Context: an optimization exercise on an open-source flow, tuned for small area. The choices shown serve that exercise and are no tape-out recipe. RTL that was checked went through simulation tests only; none was proved equivalent to the original. Power figures rest on the tool's default switching activity, not on a simulated workload.

==> wip/maple: inputs <==
// rms_power_monitor_overload_trip_unit
module rms_power_monitor_overload_trip_unit (
    input  logic        clk,
    input  logic        rst_n,
    input  logic        cfg_we,
    input  logic [2:0]  cfg_index,
    input  logic [24:0] cfg_wdata,
    input  logic        s_tvalid,
    output logic        s_tready,
    input  logic [15:0] s_tdata,
    input  logic [1:0]  s_tuser,
    output logic        m_tvalid,
    input  logic        m_tready,
    output logic [47:0] m_tdata,
    output logic        m_tuser
);
clock: 10.0 ns
lec_check: 0
cap_margin: 20
core_margin: 2
core_utilization: 40
slew_margin: 20
standard.sh (not shown) runs the stock make flow with config.mk's settings and CLKGATE_MAP_FILE= SYNTH_SCRIPT=/design/flow/synth_recipe.tcl, a recipe that flattens the netlist after the stock synthesis.
==> flow/flow/run.sh <==
#!/bin/bash
# Standard ORFS layout (standard.sh) with smaller port buffers and a clock
# tree without dummy loads. Each tool's output goes to its own log here.
export BUFFER_PORTS_ARGS="-buffer_cell sky130_fd_sc_hd__buf_1"
export CTS_ARGS="-sink_clustering_enable -repair_clock_nets -dont_use_dummy_load"
bash standard.sh > standard.log 2>&1
==> wip/nickel (differences from wip/maple) <==
--- a/flow/design.v
+++ b/flow/design.v
@@ -79,27 +79,33 @@
     logic [10:0] wsm;
     logic [23:0] gain;
     logic [15:0] flr;
     logic [8:0]  volts;
     logic [24:0] lim;
-    logic [24:0] wd0, wd1;
-    assign wd0 = cfg_wdata & {25{rst_n}};
-    assign wd1 = cfg_wdata | {25{~rst_n}};
-    always_ff @(posedge clk)
+    always_ff @(posedge clk or negedge rst_n)
     begin
-        if (!rst_n || (cfg_we && cfg_index == 3'd0))
-            mid   <= {wd0[11], wd1[10:0]};
-        if (!rst_n || (cfg_we && cfg_index == 3'd1))
-            wsm   <= {wd0[10:7], wd1[6:5], wd0[4:3], wd1[2], wd0[1:0]};
-        if (!rst_n || (cfg_we && cfg_index == 3'd2))
-            gain  <= (cfg_wdata[23:0] & {24{rst_n}}) | (24'd570950 & {24{~rst_n}});
-        if (!rst_n || (cfg_we && cfg_index == 3'd3))
-            flr   <= (cfg_wdata[15:0] & {16{rst_n}}) | (16'd50 & {16{~rst_n}});
-        if (!rst_n || (cfg_we && cfg_index == 3'd4))
-            volts <= (cfg_wdata[8:0] & {9{rst_n}}) | (9'd230 & {9{~rst_n}});
-        if (!rst_n || (cfg_we && cfg_index == 3'd5))
-            lim   <= (cfg_wdata[24:0] & {25{rst_n}}) | (25'd2500000 & {25{~rst_n}});
+        if (!rst_n)
+        begin
+            mid   <= 12'd2047;
+            wsm   <= 11'd100;
+            gain  <= 24'd570950;
+            flr   <= 16'd50;
+            volts <= 9'd230;
+            lim   <= 25'd2500000;
+        end
+        else if (cfg_we)
+        begin
+            case (cfg_index)
+                3'd0: mid   <= cfg_wdata[11:0];
+                3'd1: wsm   <= cfg_wdata[10:0];
+                3'd2: gain  <= cfg_wdata[23:0];
+                3'd3: flr   <= cfg_wdata[15:0];
+                3'd4: volts <= cfg_wdata[8:0];
+                3'd5: lim   <= cfg_wdata[24:0];
+                default: ;
+            endcase
+        end
     end
     logic [3:0]  state;
     logic [5:0]  ph;
     logic [5:0]  st;
     logic        relay;
@@ -126,23 +132,10 @@
     logic        lin;
     logic        d_first, d_last;
     logic        lt_flr, gt_lim;
     logic        fb, lb, lt_n, gt_n;
     assign lp0 = lp[0];
-    logic [5:0] st_inc;
-    assign st_inc = st + 6'd1;
-    logic p_lt16, p_lt17, p_lt18, p_lt19, p_lt24, p_lt25, p_le32, p_le33, p_le40, p_16_31;
-    assign p_lt16  = ~ph[5] & ~ph[4];
-    assign p_lt17  = p_lt16 | (ph == 6'd16);
-    assign p_lt18  = p_lt16 | (ph[5:1] == 5'b01000);
-    assign p_lt19  = p_lt18 | (ph == 6'd18);
-    assign p_lt24  = ~ph[5] & ~(ph[4] & ph[3]);
-    assign p_lt25  = p_lt24 | (ph == 6'd24);
-    assign p_le32  = ~ph[5] | (ph == 6'd32);
-    assign p_le33  = ~ph[5] | (ph[5:1] == 5'b10000);
-    assign p_le40  = ~(ph[5] & ph[3] & (ph[2] | ph[1] | ph[0]));
-    assign p_16_31 = ~ph[5] & ph[4];
     assign c43 = (ph == 6'd43);
     assign kk   = ph[4:0] - {1'b0, st[3:0]};
     assign win  = !ph[5] && !kk[4];
     always_comb
     begin
@@ -195,11 +188,11 @@
     assign ic_n  = lp0 & ic_e;
     assign bc_e  = (ph == 6'd34) ? 1'b0 : bc;
     assign bc_n  = (~incb & wbd) | (~(incb ^ wbd) & bc_e);
     assign inc10 = ic_n;
     assign fbor  = (~inc10 & wb) | (~(inc10 ^ wb) & bc_n);
-    assign gb = p_lt24 ? gain[ph[4:0]] : 1'b0;
+    assign gb = (ph < 6'd24) ? gain[ph[4:0]] : 1'b0;
     always_comb
     begin
         case (st[3:0])
             4'd0:    vb = volts[8];
             4'd1:    vb = volts[7];
@@ -210,18 +203,18 @@
             4'd6:    vb = volts[2];
             4'd7:    vb = volts[1];
             default: vb = volts[0];
         endcase
     end
-    assign cb = p_lt16 ? oc[0] : 1'b0;
+    assign cb = (ph < 6'd16) ? oc[0] : 1'b0;
     assign d_first = (st == 6'd0);
     assign d_last  = (st == 6'd32);
-    assign dv_act  = (state == ST_DIV) && (st != 6'd33) && !p_le32;
-    assign sq_act  = (state == ST_DIV) && (st[0] || st == 6'd33) && p_lt19;
-    assign xd = p_le33 ? ((d_first & ssat) | dl) : (d_first ? 1'b0 : dl);
+    assign dv_act  = (state == ST_DIV) && (st != 6'd33) && (ph >= 6'd33);
+    assign sq_act  = (state == ST_DIV) && (st[0] || st == 6'd33) && (ph < 6'd19);
+    assign xd = (ph <= 6'd33) ? ((d_first & ssat) | dl) : (d_first ? 1'b0 : dl);
     assign xs = (ph == 6'd0) ? lo : ((ph == 6'd1) ? hi : rd2);
-    assign zs = (ph == 6'd2) ? pend : (p_lt18 ? zd1 : 1'b0);
+    assign zs = (ph == 6'd2) ? pend : ((ph < 6'd18) ? zd1 : 1'b0);
     assign ys = (ph == 6'd0) ? ~ssub : ((ph == 6'd1) ? 1'b1 : (zs ^ ssub));
     assign px = (d_first || ph == 6'd0) ? 1'b0 : pdl;
     always_comb
     begin
         fa_a = 1'b0;
@@ -234,11 +227,11 @@
                 fa_b = addend;
                 if (ph == 6'd0) fa_c = 1'b0;
             end
             ST_DIV:
             begin
-                if (!p_le32)
+                if (ph >= 6'd33)
                 begin
                     fa_a = xd;
                     fa_b = wb ^ dsub;
                     if (ph == 6'd33) fa_c = dsub;
                 end
@@ -271,28 +264,28 @@
         lin = lp0;
         case (state)
             ST_RCLR: lin = 1'b0;
             ST_MUL:
             begin
-                if (p_le33)       lin = fa_s;
+                if (ph <= 6'd33)       lin = fa_s;
                 else if (st == 6'd0)   lin = cls ? 1'b0 : incb;
             end
             ST_DIV:
             begin
                 if (st != 6'd33)
                 begin
                     if (ph == 6'd0)        lin = 1'b0;
-                    else if (p_le32)  lin = xd;
+                    else if (ph <= 6'd32)  lin = xd;
                     else                   lin = d_last ? 1'b0 : fa_s;
                 end
             end
             ST_MULG: lin = (st == 6'd17) ? 1'b0 : fa_s;
             default: ;
         endcase
     end
     assign fb = flr[ph[3:0]];
-    assign lb = p_lt25 ? lim[ph[4:0]] : 1'b0;
+    assign lb = (ph < 6'd25) ? lim[ph[4:0]] : 1'b0;
     assign lt_n = (~fa_s & fb) | (~(fa_s ^ fb) & lt_flr & (ph != 6'd16));
     assign gt_n = (~lb & fa_s) | (~(lb ^ fa_s) & gt_lim & (ph != 6'd0));
     always_ff @(posedge clk or negedge rst_n)
     begin
         if (!rst_n)
@@ -319,31 +312,31 @@
                 ST_P0:
                     if (c43) state <= (s_tuser == 2'd0) ? ST_MUL : ST_FIN;
                 ST_MUL:
                     if (c43)
                     begin
-                        st <= st_inc;
+                        st <= st + 6'd1;
                         if (st == 6'd11)
                         begin
                             st    <= 6'd0;
                             state <= cls ? ST_DIV : ST_FIN;
                         end
                     end
                 ST_DIV:
                     if (c43)
                     begin
-                        st <= st_inc;
+                        st <= st + 6'd1;
                         if (st == 6'd33)
                         begin
                             st    <= 6'd0;
                             state <= ST_MULG;
                         end
                     end
                 ST_MULG:
                     if (c43)
                     begin
-                        st <= st_inc;
+                        st <= st + 6'd1;
                         if (st == 6'd17)
                         begin
                             st    <= 6'd0;
                             state <= ST_FIX;
                         end
@@ -351,11 +344,11 @@
                 ST_FIX:
                     if (c43) state <= ST_POW;
                 ST_POW:
                     if (c43)
                     begin
-                        st <= st_inc;
+                        st <= st + 6'd1;
                         if (st == 6'd8)
                         begin
                             st    <= 6'd0;
                             state <= ST_FIN;
                         end
@@ -414,42 +407,42 @@
         end
         if (c43) mb <= (state == ST_MULG && st == 6'd16) ? pend : oc[0];
         if (state == ST_MULG && st == 6'd17)
         begin
             if (ph == 6'd32)      csat <= fa_s;
-            else if (!p_le32)  csat <= csat | fa_s;
-            if (p_16_31) lt_flr <= lt_n;
+            else if (ph > 6'd32)  csat <= csat | fa_s;
+            if (ph >= 6'd16 && ph < 6'd32) lt_flr <= lt_n;
             if (c43)              fl   <= csat | lt_flr;
         end
         case (state)
             ST_P0:
-                if (p_le40) oc <= {1'b0, oc[40:1]};
+                if (ph <= 6'd40) oc <= {1'b0, oc[40:1]};
             ST_DIV:
                 if (sq_act)
                 begin
-                    if (p_lt18) oc[17:0]  <= {zs, oc[17:1]};
+                    if (ph < 6'd18) oc[17:0]  <= {zs, oc[17:1]};
                     oc[36:18] <= {fa_s, oc[36:19]};
                 end
             ST_MULG:
                 if (st == 6'd17)
                 begin
-                    if (p_16_31) oc[15:0] <= {fa_s, oc[15:1]};
+                    if (ph >= 6'd16 && ph < 6'd32) oc[15:0] <= {fa_s, oc[15:1]};
                 end
-                else if (p_lt17)
+                else if (ph < 6'd17)
                 begin
                     oc[17:0] <= {oc[0], oc[17:1]};
                 end
             ST_FIX:
-                if (p_lt16 && fl) oc[15:0] <= {csat, oc[15:1]};
+                if (ph < 6'd16 && fl) oc[15:0] <= {csat, oc[15:1]};
             ST_POW:
             begin
-                if (p_lt16) oc[15:0] <= {oc[0], oc[15:1]};
-                if (p_lt25) oc[40:16] <= {fa_s, oc[40:17]};
+                if (ph < 6'd16) oc[15:0] <= {oc[0], oc[15:1]};
+                if (ph < 6'd25) oc[40:16] <= {fa_s, oc[40:17]};
             end
             default: ;
         endcase
-        if (state == ST_POW && st == 6'd8 && p_lt25) gt_lim <= gt_n;
+        if (state == ST_POW && st == 6'd8 && ph < 6'd25) gt_lim <= gt_n;
         if (state == ST_FIN)
         begin
             trip_r <= (s_tuser == 2'd0) && cls && relay && gt_lim;
             mv_r   <= (s_tuser == 2'd0) && cls;
         end
==> flow/run.sh (new file) <==
#!/bin/bash
# synth_recipe.tcl (not shown) runs the flow's synth.tcl, then flattens the netlist and writes it again
# the make line also repeats each setting of config.mk as NAME=value (left out here)
make -C /OpenROAD-flow-scripts/flow DESIGN_CONFIG=/design/flow/config.mk WORK_HOME=/design/flow/orfs CLKGATE_MAP_FILE= SYNTH_SCRIPT=/design/flow/synth_recipe.tcl finish
Settings changed: CORE_UTILIZATION 40 to 70, CTS_BUF_LIST from default to sky130_fd_sc_hd__clkbuf_2.
removed: flow/flow/run.sh
removed: flow/standard.sh
==> wip/juniper (differences from wip/maple) <==
--- a/flow/design.v
+++ b/flow/design.v
@@ -106,12 +106,13 @@
     logic        mtv;
     logic        trip_r;
     logic        mv_r;
     logic [43:0] lp;
     logic [40:0] oc;
-    logic dl, cy, bw, ds, a1, a2, neg, cls, ic, bc, wbd, ssat;
-    logic dsub, ssub, hi, lo, pend, rd1, rd2, zd1, mb, csat, fl, pdl;
+    logic dl, cy, bw, a1, a2, cls, cmp, wbd, ssat;
+    logic hi, lo, pend, rd1, rd2, zd1;
+    logic dsub, ssub;
     logic        lp0;
     logic        c43;
     logic [4:0]  kk;
     logic        win;
     logic        sbit, mbit, sw, aop, bop, dv, bout;
@@ -123,11 +124,10 @@
     logic        fa_a, fa_b, fa_c, fa_s, fa_co;
     logic        sq_act, dv_act;
     logic        xd, xs, zs, ys, px;
     logic        lin;
     logic        d_first, d_last;
-    logic        lt_flr, gt_lim;
     logic        fb, lb, lt_n, gt_n;
     assign lp0 = lp[0];
     logic [5:0] st_inc;
     assign st_inc = st + 6'd1;
     logic p_lt16, p_lt17, p_lt18, p_lt19, p_lt24, p_lt25, p_le32, p_le33, p_le40, p_16_31;
@@ -162,17 +162,17 @@
             4'd10: begin sbit = s_tdata[10]; mbit = mid[10]; end
             4'd11: begin sbit = s_tdata[11]; mbit = mid[11]; end
             default: ;
         endcase
     end
-    assign sw   = (state == ST_MUL) && neg;
+    assign sw   = (state == ST_MUL) && hi;
     assign aop  = sw ? mbit : sbit;
     assign bop  = sw ? sbit : mbit;
     assign dv   = aop ^ bop ^ bw;
     assign bout = (~aop & bop) | (~(aop ^ bop) & bw);
     assign hit  = win && (kk[3:0] == st[3:0]);
-    assign addend = hit ? dv : (a2 & ds);
+    assign addend = hit ? dv : (a2 & dl);
     assign w_zero = (wsm == 11'd0);
     assign w_big  = wsm[10] && (wsm[9:0] != 10'd0);
     always_comb
     begin
         case (ph)
@@ -188,14 +188,14 @@
             6'd42: wb = wsm[9] & ~w_big;
             6'd43: wb = wsm[10];
             default: wb = 1'b0;
         endcase
     end
-    assign ic_e  = (ph == 6'd34) ? 1'b1 : ic;
+    assign ic_e  = (ph == 6'd34) ? 1'b1 : bw;
     assign incb  = lp0 ^ ic_e;
     assign ic_n  = lp0 & ic_e;
-    assign bc_e  = (ph == 6'd34) ? 1'b0 : bc;
+    assign bc_e  = (ph == 6'd34) ? 1'b0 : cmp;
     assign bc_n  = (~incb & wbd) | (~(incb ^ wbd) & bc_e);
     assign inc10 = ic_n;
     assign fbor  = (~inc10 & wb) | (~(inc10 ^ wb) & bc_n);
     assign gb = p_lt24 ? gain[ph[4:0]] : 1'b0;
     always_comb
@@ -213,17 +213,19 @@
         endcase
     end
     assign cb = p_lt16 ? oc[0] : 1'b0;
     assign d_first = (st == 6'd0);
     assign d_last  = (st == 6'd32);
+    assign dsub    = lo | d_first;
+    assign ssub    = pend | (st == 6'd1);
     assign dv_act  = (state == ST_DIV) && (st != 6'd33) && !p_le32;
     assign sq_act  = (state == ST_DIV) && (st[0] || st == 6'd33) && p_lt19;
     assign xd = p_le33 ? ((d_first & ssat) | dl) : (d_first ? 1'b0 : dl);
     assign xs = (ph == 6'd0) ? lo : ((ph == 6'd1) ? hi : rd2);
     assign zs = (ph == 6'd2) ? pend : (p_lt18 ? zd1 : 1'b0);
     assign ys = (ph == 6'd0) ? ~ssub : ((ph == 6'd1) ? 1'b1 : (zs ^ ssub));
-    assign px = (d_first || ph == 6'd0) ? 1'b0 : pdl;
+    assign px = (d_first || ph == 6'd0) ? 1'b0 : zd1;
     always_comb
     begin
         fa_a = 1'b0;
         fa_b = 1'b0;
         fa_c = cy;
@@ -250,11 +252,11 @@
                 end
             end
             ST_MULG:
             begin
                 fa_a = dl;
-                fa_b = mb & gb;
+                fa_b = hi & gb;
                 if (ph == 6'd0) fa_c = 1'b0;
             end
             ST_POW:
             begin
                 fa_a = px;
@@ -289,12 +291,12 @@
             default: ;
         endcase
     end
     assign fb = flr[ph[3:0]];
     assign lb = p_lt25 ? lim[ph[4:0]] : 1'b0;
-    assign lt_n = (~fa_s & fb) | (~(fa_s ^ fb) & lt_flr & (ph != 6'd16));
-    assign gt_n = (~lb & fa_s) | (~(lb ^ fa_s) & gt_lim & (ph != 6'd0));
+    assign lt_n = (~fa_s & fb) | (~(fa_s ^ fb) & cmp & (ph != 6'd16));
+    assign gt_n = (~lb & fa_s) | (~(lb ^ fa_s) & cmp & (ph != 6'd0));
     always_ff @(posedge clk or negedge rst_n)
     begin
         if (!rst_n)
         begin
             state  <= ST_RCLR;
@@ -363,11 +365,11 @@
                 ST_FIN:
                 begin
                     state <= ST_IDLE;
                     mtv   <= 1'b1;
                     case (s_tuser)
-                        2'd0:    if (cls) relay <= relay & ~gt_lim;
+                        2'd0:    if (cls) relay <= relay & ~cmp;
                         2'd1:    relay <= ~relay;
                         2'd2:    relay <= s_tdata[12];
                         default: ;
                     endcase
                 end
@@ -376,51 +378,47 @@
         end
     end
     always_ff @(posedge clk)
     begin
         lp  <= {lin, lp[43:1]};
-        dl  <= lp0;
+        dl  <= (state == ST_MUL) ? dv : lp0;
         wbd <= wb;
         cy  <= fa_co;
-        bw  <= c43 ? 1'b0 : bout;
-        ds  <= dv;
+        bw  <= c43 ? 1'b0 : (p_le32 ? bout : ic_n);
         a1  <= hit & dv;
         a2  <= c43 ? 1'b0 : (a2 | a1);
-        ic  <= ic_n;
-        bc  <= bc_n;
         rd1 <= oc[18];
         rd2 <= rd1;
-        zd1 <= oc[0];
-        pdl <= oc[16];
-        if (state == ST_P0 && ph == 6'd11) neg <= bout;
+        zd1 <= (state == ST_POW) ? oc[16] : oc[0];
+        if (state == ST_P0)
+            cmp <= bc_n;
+        else if (state == ST_MULG && st == 6'd17 && p_16_31)
+            cmp <= lt_n;
+        else if (state == ST_POW && st == 6'd8 && p_lt25)
+            cmp <= gt_n;
+        if (state == ST_P0 && ph == 6'd11) hi <= bout;
         if (state == ST_P0 && c43)         cls <= ~fbor;
         if (state == ST_MUL && ph == 6'd33) ssat <= fa_s;
         if (state == ST_MUL)
         begin
-            dsub <= 1'b1;
-            ssub <= 1'b1;
             lo   <= 1'b0;
             pend <= 1'b0;
         end
         if (dv_act && c43)
         begin
-            dsub <= ~fa_s;
             lo   <= ~fa_s;
             hi   <= lo;
         end
         if (sq_act && ph == 6'd18)
-        begin
-            ssub <= ~fa_s;
             pend <= ~fa_s;
-        end
-        if (c43) mb <= (state == ST_MULG && st == 6'd16) ? pend : oc[0];
+        if (c43 && (state == ST_MULG || (state == ST_DIV && st == 6'd33)))
+            hi <= (state == ST_MULG && st == 6'd16) ? pend : oc[0];
         if (state == ST_MULG && st == 6'd17)
         begin
-            if (ph == 6'd32)      csat <= fa_s;
-            else if (!p_le32)  csat <= csat | fa_s;
-            if (p_16_31) lt_flr <= lt_n;
-            if (c43)              fl   <= csat | lt_flr;
+            if (ph == 6'd32)      ssat <= fa_s;
+            else if (!p_le32)     ssat <= ssat | fa_s;
+            if (c43)              lo   <= ssat | cmp;
         end
         case (state)
             ST_P0:
                 if (p_le40) oc <= {1'b0, oc[40:1]};
             ST_DIV:
@@ -437,22 +435,21 @@
                 else if (p_lt17)
                 begin
                     oc[17:0] <= {oc[0], oc[17:1]};
                 end
             ST_FIX:
-                if (p_lt16 && fl) oc[15:0] <= {csat, oc[15:1]};
+                if (p_lt16 && lo) oc[15:0] <= {ssat, oc[15:1]};
             ST_POW:
             begin
                 if (p_lt16) oc[15:0] <= {oc[0], oc[15:1]};
                 if (p_lt25) oc[40:16] <= {fa_s, oc[40:17]};
             end
             default: ;
         endcase
-        if (state == ST_POW && st == 6'd8 && p_lt25) gt_lim <= gt_n;
         if (state == ST_FIN)
         begin
-            trip_r <= (s_tuser == 2'd0) && cls && relay && gt_lim;
+            trip_r <= (s_tuser == 2'd0) && cls && relay && cmp;
             mv_r   <= (s_tuser == 2'd0) && cls;
         end
     end
     assign s_tready = (state == ST_FIN);
     assign m_tvalid = mtv;
==> flow/flow/run.sh (replaced) <==
#!/bin/bash
# Standard ORFS layout (standard.sh) with buf_1 port buffers and a smaller
# clock tree without dummy loads. Each tool's output goes to its own log here.
export BUFFER_PORTS_ARGS="-buffer_cell sky130_fd_sc_hd__buf_1"
export CTS_ARGS="-sink_clustering_enable -repair_clock_nets -dont_use_dummy_load -buf_list sky130_fd_sc_hd__clkbuf_8 -sink_clustering_size 16 -sink_clustering_max_diameter 60"
bash standard.sh > standard.log 2>&1
==> reports/results.txt <==
Mux cell area share after synthesis = 7.43%
Synth area leaders = edfxtp_1 45%, dfxtp_1 12%, dfrtp_1 4.7%, ha_1 2.7%, mux4_1 2.7%
Register area = 5880 sq um
Post-DR wirelength/cell = 17.6 um
Sequential cell power = 0.00100 W
Switch Pwr = 0.000298 W
Final Wtd Congestion = 0.867
Simple-gate share of the synthesized area = 14.3%
Post-synthesis sequential area ratio = 61.4%
Synth top area share = 45.2%
Internal power = 0.00119 W
Top cells by count, synth = 144 x edfxtp_1, 55 x dfxtp_1, 46 x nand2_1
Status = timing/DRC/antenna clean
Grt met1 use = 24.1%
Slew margin rel. = 42.2%
Root Buffer = clkbuf_8
Area of the mapped netlist = 9570 sq um
Die Y = 159 um
Met2 Resource Use GR = 25.6%
Area of the multi-input gates = 3430 sq um
the above is filed under wip/juniper

==> reports/results.txt <==
Status = timing/DRC/antenna clean
Mux cell area share after synthesis = 17.1%
Synth area leaders = dfrtp_1 19%, edfxtp_1 17%, dfxtp_1 11%, mux2_2 11%, dfstp_2 10%
Die Y = 124 um
Simple-gate share of the synthesized area = 10.3%
Internal power = 0.00146 W
Register area = 5750 sq um
Synth top area share = 18.9%
Grt met1 use = 41.6%
Root Buffer = clkbuf_2
Area of the mapped netlist = 10100 sq um
Sequential cell power = 0.00112 W
Post-DR wirelength/cell = 20.8 um
Area of the multi-input gates = 4060 sq um
Switch Pwr = 0.000511 W
Met2 Resource Use GR = 53.2%
Combinational power share = 11.4%
Final cell count without fillers = 1120
Top cells by count, synth = 100 x mux2_2, 76 x dfrtp_1, 57 x dfxtp_1
Slew margin rel. = 33.2%
the above is filed under wip/nickel

==> reports/results.txt <==
Simple-gate share of the synthesized area = 13.0%
Root Buffer = clkbuf_16
Mux cell area share after synthesis = 6.32%
Synth area leaders = edfxtp_1 47%, dfxtp_1 12%, dfrtp_1 4.6%, ha_1 2.7%, mux4_1 2.4%
Met2 Resource Use GR = 24.7%
Die Y = 160 um
Initial antenna violation count = 0
Synth top area share = 47.1%
Top cells by count, synth = 153 x edfxtp_1, 57 x dfxtp_1, 45 x o21ai_0
Internal power = 0.00151 W
Area of the multi-input gates = 3320 sq um
Final count of pins violating max slew = 0
Post-DR wirelength/cell = 17.7 um
Switch Pwr = 0.000363 W
Area of the mapped netlist = 9750 sq um
Grt met1 use = 22.9%
Seq cells = 228
Register area = 6190 sq um
Status = timing/DRC/antenna clean
Slew margin rel. = 32.0%
Post-synthesis sequential area ratio = 63.5%
the above is filed under wip/maple

No functional check of the RTL was part of wip/maple and wip/nickel.

==> afterwards: timing with drivers on the ports <==
Ports are ideal in the flow. The routed layouts listed here were re-timed in OpenROAD.
Step 1: set_driving_cell puts a clkbuf_16 on clk and a buf_2 on each other input, an assumption about the parent block.
Step 2 also shifts input and output timing later by t, the mid clock arrival at the registers, as if the neighbouring blocks saw the same clock.
a / b / c = ideal ports / drivers / drivers and shift; a / b = the first two.
run | t, ns | slack for setup (ns) | slew at the worst register clock pin (ns) | worst slew at a driven data input, ns | cell pins on the clock port's net
wip/maple | 0.540 | 4.169 / 4.169 / 4.169 | 0.06 / 0.06 | 0.04 | 1
wip/nickel | 0.851 | 3.807 / 3.807 / 3.629 | 0.12 / 0.12 | 0.05 | 1
wip/juniper | 0.528 | 3.898 / 3.898 / 3.898 | 0.10 / 0.10 | 0.04 | 1
After both steps setup and hold are still met in every run listed. For wip/nickel, which loses most, drivers alone change the setup slack by 0.000 ns; drivers and shift together by -0.178 ns.
